Source: an optimization exercise on an open RTL-to-GDS flow (aim: small area, a short achievable clock period and few clock cycles). Production flows keep margins and buffers that such runs may drop. Function was checked by simulation only, so behaviour that the tests miss may differ from the original. Power figures rest on the tool's default switching activity, not on a simulated workload.

try-indigo:
## dcache_top
module dcache_top (
    input  logic                           CLK,
    input  logic                           RST,
    input  logic                           req_valid,
    output logic                           req_ready,
    input  logic                           req_write,
    input  logic [dcache_pkg::ADDR_W-1:0]  req_addr,
    input  logic [dcache_pkg::WORD_W-1:0]  req_wdata,
    input  logic [dcache_pkg::STRB_W-1:0]  req_wstrb,
    output logic                           rsp_valid,
    output logic [dcache_pkg::WORD_W-1:0]  rsp_rdata,
    output logic                           l2_req_valid,
    output logic [dcache_pkg::LADDR_W-1:0] l2_req_addr,
    input  logic                           l2_rsp_valid,
    input  logic [dcache_pkg::LINE_W-1:0]  l2_rsp_line,
    output logic                           l2_wb_valid,
    output logic [dcache_pkg::LADDR_W-1:0] l2_wb_addr,
    output logic [dcache_pkg::LINE_W-1:0]  l2_wb_line,
    input  logic                           l2_wb_done
);
clock: 6.5 ns
lec_check: 0
cap_margin: 20
core_margin: 2
core_utilization: 55
cts_buf_list: sky130_fd_sc_hd__clkbuf_8
cts_cluster_size: 20
setup_slack_margin: 3.3
slew_margin: 20
run.sh (not shown) runs the stock make flow with config.mk's settings and CLKGATE_MAP_FILE= SYNTH_SCRIPT=/design/flow/synth_recipe.tcl, a recipe that flattens the netlist after the stock synthesis.
try-indigo has completed all stages; timing, DRC and antenna checks passed.
Testbench counts of try-indigo, summed over its fixed seeds: cycles 28,336.
For try-pepper, these inputs were changed with respect to try-indigo:
diff --git a/flow/config.mk b/flow/config.mk
--- a/flow/config.mk
+++ b/flow/config.mk
@@ -10,4 +10,4 @@
 export CORE_UTILIZATION = 55
-export CTS_BUF_LIST = sky130_fd_sc_hd__clkbuf_8
-export CTS_CLUSTER_SIZE = 20
+export CTS_CLUSTER_DIAMETER = 100
+export CTS_CLUSTER_SIZE = 30
 export SETUP_SLACK_MARGIN = 3.3
Compared with try-indigo, in try-pepper core occupancy in the finished layout -2.5 points; number of fill cells +about 1.3%; routed wire length -about 1.4%.
After synthesis and placement, the instance count of try-pepper is below that of try-indigo.
A category of the most critical setup path of primary input to output port is what try-indigo shows, while primary input to flip-flop belongs to try-pepper.
For try-indigo, the worst setup path endpoint was rsp_rdata[18], unlike try-pepper, where it was s1_rword[18].
try-pepper gives less global-route usage over all layers than try-indigo did.
Summary of try-pepper over try-indigo: total power of the final layout decreased 13%, clock network area share has decreased, design area down 0.0042 mm².
Setup changes, try-pepper to try-amber
==> flow/flow/run.sh (new file) <==
#!/bin/bash
set -euo pipefail
bash standard.sh "BUFFER_PORTS_ARGS=-buffer_cell sky130_fd_sc_hd__buf_2" finish > flow_make.log 2>&1
==> flow/standard.sh (new file) <==
#!/bin/bash
# synth_recipe.tcl (not shown) runs the flow's synth.tcl, then flattens the netlist and writes it again
# the make line also repeats each setting of config.mk as NAME=value (left out here)
make -C /OpenROAD-flow-scripts/flow DESIGN_CONFIG=/design/flow/config.mk WORK_HOME=/design/flow/orfs CLKGATE_MAP_FILE= SYNTH_SCRIPT=/design/flow/synth_recipe.tcl "${@:-finish}"
diff --git a/flow/config.mk b/flow/config.mk
--- a/flow/config.mk
+++ b/flow/config.mk
@@ -10,4 +10,2 @@
 export CORE_UTILIZATION = 55
-export CTS_CLUSTER_DIAMETER = 100
-export CTS_CLUSTER_SIZE = 30
 export SETUP_SLACK_MARGIN = 3.3
removed: flow/run.sh
--- outcome ---
- When the final numbers for try-amber and try-pepper were put side by side, the post-route worst hold slack turned out to be smaller in try-amber.
- Post-route clock period utilization in try-amber is 0.46 points lower than in try-pepper
- Re fraction of area in multi-input gates: try-pepper was higher than try-amber.
- Final cell count: try-amber vs try-pepper up 300
- Changes observed in try-amber relative to try-pepper: overall power consumption went up, net switching power went up, global-route usage did not really move, timing-limited maximum frequency went up.
- The total detailed-routing wirelength was comparable across try-amber and try-pepper.
- Diff try-pepper -> try-amber: power density of the placed cells up about 16%, first-pass iteration count of the detailed router went up by 1.
The following lists how try-fjord was set up differently from try-amber:
diff --git a/flow/config.mk b/flow/config.mk
--- a/flow/config.mk
+++ b/flow/config.mk
@@ -9,3 +9,6 @@
 export CORE_MARGIN = 2
-export CORE_UTILIZATION = 55
+export CORE_UTILIZATION = 70
+export CTS_CLUSTER_DIAMETER = 80
+export CTS_CLUSTER_SIZE = 24
+export PLACE_DENSITY = 0.75
 export SETUP_SLACK_MARGIN = 3.3
Notes after the runs:
- Cmp try-amber and try-fjord / number of rows in the core area / higher: try-amber
- [diff] power, try-fjord relative to try-amber: improvement
- Looking at launching element of the worst setup path, the l2_rsp_line[82] result is from try-amber; the l2_rsp_line[68] one comes from try-fjord.
- In summary, try-fjord completed successfully, with a layout that passed the timing, design-rule and antenna checks.
- [compare] base=try-amber new=try-fjord: combinational share of power shows an increase of 1.8 points, placed instance count shows a reduction of 486, global placer's final weighted congestion shows a reduction of 5.7%.
- Comparing try-amber and try-fjord, global-route met2 utilization is higher on try-fjord.
- [compare] base=try-amber new=try-fjord: share of total power in the clock network decreased 11 points, worst setup slack shows a reduction of 24 ps, chip width lost 11%.
The following lists how try-quartz was set up differently from try-fjord:
==> flow/run.sh (new file) <==
#!/bin/bash
# synth_recipe.tcl (not shown) runs the flow's synth.tcl, then flattens the netlist and writes it again
# the make line also repeats each setting of config.mk as NAME=value (left out here)
make -C /OpenROAD-flow-scripts/flow DESIGN_CONFIG=/design/flow/config.mk WORK_HOME=/design/flow/orfs CLKGATE_MAP_FILE= SYNTH_SCRIPT=/design/flow/synth_recipe.tcl finish
diff --git a/flow/config.mk b/flow/config.mk
--- a/flow/config.mk
+++ b/flow/config.mk
@@ -9,6 +9,3 @@
 export CORE_MARGIN = 2
-export CORE_UTILIZATION = 70
-export CTS_CLUSTER_DIAMETER = 80
-export CTS_CLUSTER_SIZE = 24
-export PLACE_DENSITY = 0.75
+export CORE_UTILIZATION = 55
 export SETUP_SLACK_MARGIN = 3.3
removed: flow/flow/run.sh
removed: flow/standard.sh
- Fraction of power consumed by combinational cells down 1.4 points in try-quartz wrt try-fjord
- When try-quartz is measured against try-fjord, its final setup slack of the worst path turns out 50 ps lower.
- try-fjord -> try-quartz: total power increased by more than 10%
- The global routing usage on met2 in try-quartz was lower than what try-fjord gave.
- Side by side, minimum setup slack among reg-to-reg paths turned out higher in try-quartz than in try-fjord.
- Summary: with try-fjord as the reference, clock-buffer cell count in try-quartz moved up by more than 100%.


The RTL this note starts from:
==> flow/design.v <==
package dcache_pkg;
    localparam int ADDR_W     = 16;
    localparam int WORD_W     = 32;
    localparam int STRB_W     = WORD_W / 8;
    localparam int LINE_WORDS = 4;
    localparam int LINE_W     = LINE_WORDS * WORD_W;
    localparam int LINES      = 16;
    localparam int OFFSET_W = $clog2(LINE_W / 8);
    localparam int INDEX_W  = $clog2(LINES);
    localparam int TAG_W    = ADDR_W - INDEX_W - OFFSET_W;
    localparam int LADDR_W  = TAG_W + INDEX_W;
    localparam int WSEL_W   = $clog2(LINE_WORDS);   
    typedef enum logic [1:0] {
        IDLE,
        WRITEBACK,
        REFILL,
        FILL
    } miss_state_t;
endpackage
`timescale 1ns/1ps
`timescale 1ns/1ps
`timescale 1ns/1ps
`timescale 1ns/1ps
`timescale 1ns/1ps
module dcache_top (
    input  logic                           CLK,
    input  logic                           RST,
    input  logic                           req_valid,
    output logic                           req_ready,
    input  logic                           req_write,
    input  logic [dcache_pkg::ADDR_W-1:0]  req_addr,
    input  logic [dcache_pkg::WORD_W-1:0]  req_wdata,
    input  logic [dcache_pkg::STRB_W-1:0]  req_wstrb,
    output logic                           rsp_valid,
    output logic [dcache_pkg::WORD_W-1:0]  rsp_rdata,
    output logic                           l2_req_valid,
    output logic [dcache_pkg::LADDR_W-1:0] l2_req_addr,
    input  logic                           l2_rsp_valid,
    input  logic [dcache_pkg::LINE_W-1:0]  l2_rsp_line,
    output logic                           l2_wb_valid,
    output logic [dcache_pkg::LADDR_W-1:0] l2_wb_addr,
    output logic [dcache_pkg::LINE_W-1:0]  l2_wb_line,
    input  logic                           l2_wb_done
);
    localparam int LINES  = dcache_pkg::LINES;
    localparam int WORDS  = dcache_pkg::LINE_WORDS;
    localparam int STRB_W = dcache_pkg::STRB_W;
    localparam int WORD_W = dcache_pkg::WORD_W;
    localparam int LINE_W = dcache_pkg::LINE_W;
    localparam int TAG_W  = dcache_pkg::TAG_W;
    localparam int IDX_W  = dcache_pkg::INDEX_W;
    localparam int WSEL_W = dcache_pkg::WSEL_W;
    logic [LINE_W-1:0] data_q [LINES];
    logic [TAG_W-1:0]  tag_q  [LINES];
    logic [LINES-1:0]  valid_q;
    logic [LINES-1:0]  dirty_q;
    logic              s1_valid;
    logic              s1_hit;      
    logic              wb_busy;     
    logic              rf_busy;     
    logic              s1_write;
    logic [TAG_W-1:0]  s1_tag;
    logic [IDX_W-1:0]  s1_idx;
    logic [WSEL_W-1:0] s1_word;
    logic [WORD_W-1:0] s1_wdata;
    logic [STRB_W-1:0] s1_wstrb;
    logic [TAG_W-1:0]  s1_vtag;     
    logic [LINE_W-1:0] s1_line;     
    logic [WORDS-1:0]  hit_wsel;    
    logic [WORDS-1:0]  rf_wsel;     
    logic              s1_free;     
    logic              fill;
    logic              s1_done;
    logic              s1_wr_arr;
    logic [LINE_W-1:0] merged;
    logic [TAG_W-1:0]  r_tag;
    logic [IDX_W-1:0]  r_idx;
    logic [WSEL_W-1:0] r_word;
    logic              r_same;
    logic [TAG_W-1:0]  r_vtag;
    logic              r_hit;
    logic              r_vdirty;
    logic [LINE_W-1:0] r_line;
    assign fill      = rf_busy && l2_rsp_valid;
    assign s1_done   = s1_hit || fill;
    assign s1_wr_arr = (s1_hit && s1_write) || fill;
    assign rsp_valid = s1_done;
    assign req_ready = s1_free || fill;
    always_comb begin
        rsp_rdata = '0;
        for (int w = 0; w < WORDS; w++) begin
            rsp_rdata = rsp_rdata | ({WORD_W{hit_wsel[w]}} & s1_line[w*WORD_W +: WORD_W])
                                  | ({WORD_W{rf_wsel[w]}} & l2_rsp_line[w*WORD_W +: WORD_W]);
        end
    end
    assign l2_wb_valid  = wb_busy;
    assign l2_wb_addr   = {s1_vtag, s1_idx};
    assign l2_wb_line   = s1_line;
    assign l2_req_valid = rf_busy;
    assign l2_req_addr  = {s1_tag, s1_idx};
    always_comb begin
        merged = rf_busy ? l2_rsp_line : s1_line;
        for (int b = 0; b < STRB_W; b++) begin
            if (s1_write && s1_wstrb[b]) begin
                merged[s1_word*WORD_W + b*8 +: 8] = s1_wdata[b*8 +: 8];
            end
        end
    end
    assign r_tag  = req_addr[dcache_pkg::ADDR_W-1 -: TAG_W];
    assign r_idx  = req_addr[dcache_pkg::OFFSET_W +: IDX_W];
    assign r_word = req_addr[dcache_pkg::OFFSET_W-1 -: WSEL_W];
    assign r_same = s1_done && (r_idx == s1_idx);
    always_comb begin
        if (r_same) begin
            r_vtag   = s1_tag;
            r_hit    = (s1_tag == r_tag);
            r_vdirty = s1_write || (!rf_busy && dirty_q[r_idx]);
            r_line   = merged;
        end else begin
            r_vtag   = tag_q[r_idx];
            r_hit    = valid_q[r_idx] && (tag_q[r_idx] == r_tag);
            r_vdirty = valid_q[r_idx] && dirty_q[r_idx];
            r_line   = data_q[r_idx];
        end
    end
    always_ff @(posedge CLK) begin
        if (RST) begin
            s1_valid <= 1'b0;
            s1_hit   <= 1'b0;
            s1_free  <= 1'b1;
            wb_busy  <= 1'b0;
            rf_busy  <= 1'b0;
            rf_wsel  <= '0;
            hit_wsel <= '0;
        end else if (req_ready) begin
            s1_valid <= req_valid;
            s1_hit   <= req_valid && r_hit;
            s1_free  <= !req_valid || r_hit;
            wb_busy  <= req_valid && !r_hit && r_vdirty;
            rf_busy  <= req_valid && !r_hit && !r_vdirty;
            for (int w = 0; w < WORDS; w++) begin
                rf_wsel[w]  <= req_valid && !r_hit && !r_vdirty && r_word == w;
                hit_wsel[w] <= req_valid && r_hit && r_word == w;
            end
        end else if (wb_busy && l2_wb_done) begin
            wb_busy <= 1'b0;
            rf_busy <= 1'b1;
            for (int w = 0; w < WORDS; w++) begin
                rf_wsel[w] <= s1_word == w;
            end
        end
    end
    always_ff @(posedge CLK) begin
        if (req_ready) begin
            s1_write <= req_write;
            s1_tag   <= r_tag;
            s1_idx   <= r_idx;
            s1_word  <= r_word;
            s1_wdata <= req_wdata;
            s1_wstrb <= req_wstrb;
            s1_vtag  <= r_vtag;
            s1_line  <= r_line;
        end
    end
    always_ff @(posedge CLK) begin
        for (int i = 0; i < LINES; i++) begin
            if (s1_wr_arr && s1_idx == i) begin
                data_q[i]  <= merged;
                dirty_q[i] <= s1_write;
            end
            if (fill && s1_idx == i) begin
                tag_q[i] <= s1_tag;
            end
        end
    end
    always_ff @(posedge CLK) begin
        if (RST) begin
            valid_q <= '0;
        end else if (fill) begin
            valid_q[s1_idx] <= 1'b1;
        end
    end
endmodule
export LEC_CHECK = 0
export CAP_MARGIN = 20
export CORE_MARGIN = 2
export CORE_UTILIZATION = 55
export CTS_CLUSTER_DIAMETER = 60
export CTS_CLUSTER_SIZE = 30
export SETUP_SLACK_MARGIN = 3.3
export SLEW_MARGIN = 20
create_clock -name core_clock -period 6.5 [get_ports {CLK}]
standard.sh (not shown) runs the stock make flow with config.mk's settings and CLKGATE_MAP_FILE= SYNTH_SCRIPT=/design/flow/synth_recipe.tcl, a recipe that flattens the netlist after the stock synthesis.
==> flow/flow/run.sh <==
#!/bin/bash
set -euo pipefail
bash standard.sh "BUFFER_PORTS_ARGS=-buffer_cell sky130_fd_sc_hd__buf_2" finish > flow_make.log 2>&1
Testbench counts at the start, summed over its fixed seeds: cycles 28,336.
Edit:
--- a/flow/config.mk
+++ b/flow/config.mk
@@ -10,3 +10,4 @@
-export CORE_UTILIZATION = 55
-export CTS_CLUSTER_DIAMETER = 60
-export CTS_CLUSTER_SIZE = 30
+export CORE_UTILIZATION = 70
+export CTS_CLUSTER_DIAMETER = 80
+export CTS_CLUSTER_SIZE = 24
+export PLACE_DENSITY = 0.75
- synthesized area does not change
- count of clock-buffer cells in the layout came out lower by 34
- via count is higher by 1.1%
- power came out lower by 8.8%
- maximum frequency decreases by 1.4%
- worst setup slack loses 0.051 ns
- combinational power falls by about 4%
- core utilization climbs by 15 points
- die area is lower by 21%


## old
dcache_top, a different RTL version from the one above (not shown whole).
Size in the first run: ~5400 cells after synthesis, ~370 I/O pins.
clock: 6.5 ns
lec_check: 0
cap_margin: 20
core_margin: 2
core_utilization: 40
slew_margin: 20
run.sh (not shown) runs the stock make flow with config.mk's settings and CLKGATE_MAP_FILE= SYNTH_SCRIPT=/design/flow/synth_recipe.tcl, a recipe that flattens the netlist after the stock synthesis.
Stock flow here: none of the scripts above is used.
Testbench counts of old, summed over its fixed seeds: cycles 28,336.
For new, these inputs were changed with respect to old:
Settings: putting SETUP_SLACK_MARGIN at 3.2 where nothing was set.
### Flow results
The run showing the greater sequential fraction of total cell area is old.
Changes observed in new relative to old: biggest cell delay along the critical path fell by 0.15 ns, area of the multi-input gates increased 950 um2, first-pass iteration count of the detailed router now sits lower.

==> afterwards: timing with drivers on the ports <==
The flow's constraints put no driver on any port. The routed layouts listed below were extracted and timed again, unchanged, in two steps. Step 1, drivers: a clkbuf_16 drives CLK and a buf_2 each remaining input, both assumed. Step 2, shift: input delay + t, output delay - t, t = (earliest + latest rising clock arrival at the registers) / 2. This alone moves slack from input paths to output paths. Slacks: ideal ports / drivers / drivers and shift; pairs: ideal ports / drivers.
run | shift t [ns] | setup slack, ns | clock arrival spread, ns | worst slew at a driven data input, ns
try-indigo | 1.156 | 2.713 / 2.683 / 1.969 | 0.072 / 0.072 | 0.28
try-pepper | 0.857 | 2.911 / 2.804 / 1.972 | 0.038 / 0.039 | 0.25
try-amber | 0.955 | 2.941 / 2.903 / 2.020 | 0.032 / 0.032 | 0.29
try-fjord | 0.875 | 2.917 / 2.746 / 1.872 | 0.041 / 0.041 | 0.34
try-quartz | 0.970 | 2.867 / 2.767 / 1.927 | 0.028 / 0.029 | 0.24
the first run of note 2 | 0.903 | 2.748 / 2.663 / 2.402 | 0.053 / 0.054 | 0.26
the second run of note 2 | 0.839 | 2.696 / 2.615 / 2.451 | 0.052 / 0.052 | 0.23
old | 0.953 | 1.106 / 1.016 / 1.638 | 0.106 / 0.106 | 0.32
new | 0.962 | 2.543 / 2.477 / 2.336 | 0.106 / 0.106 | 0.36
After both steps every run listed still meets setup and hold. For try-fjord, which loses most, drivers alone change the setup slack by -0.171 ns; drivers and shift together by -1.045 ns.
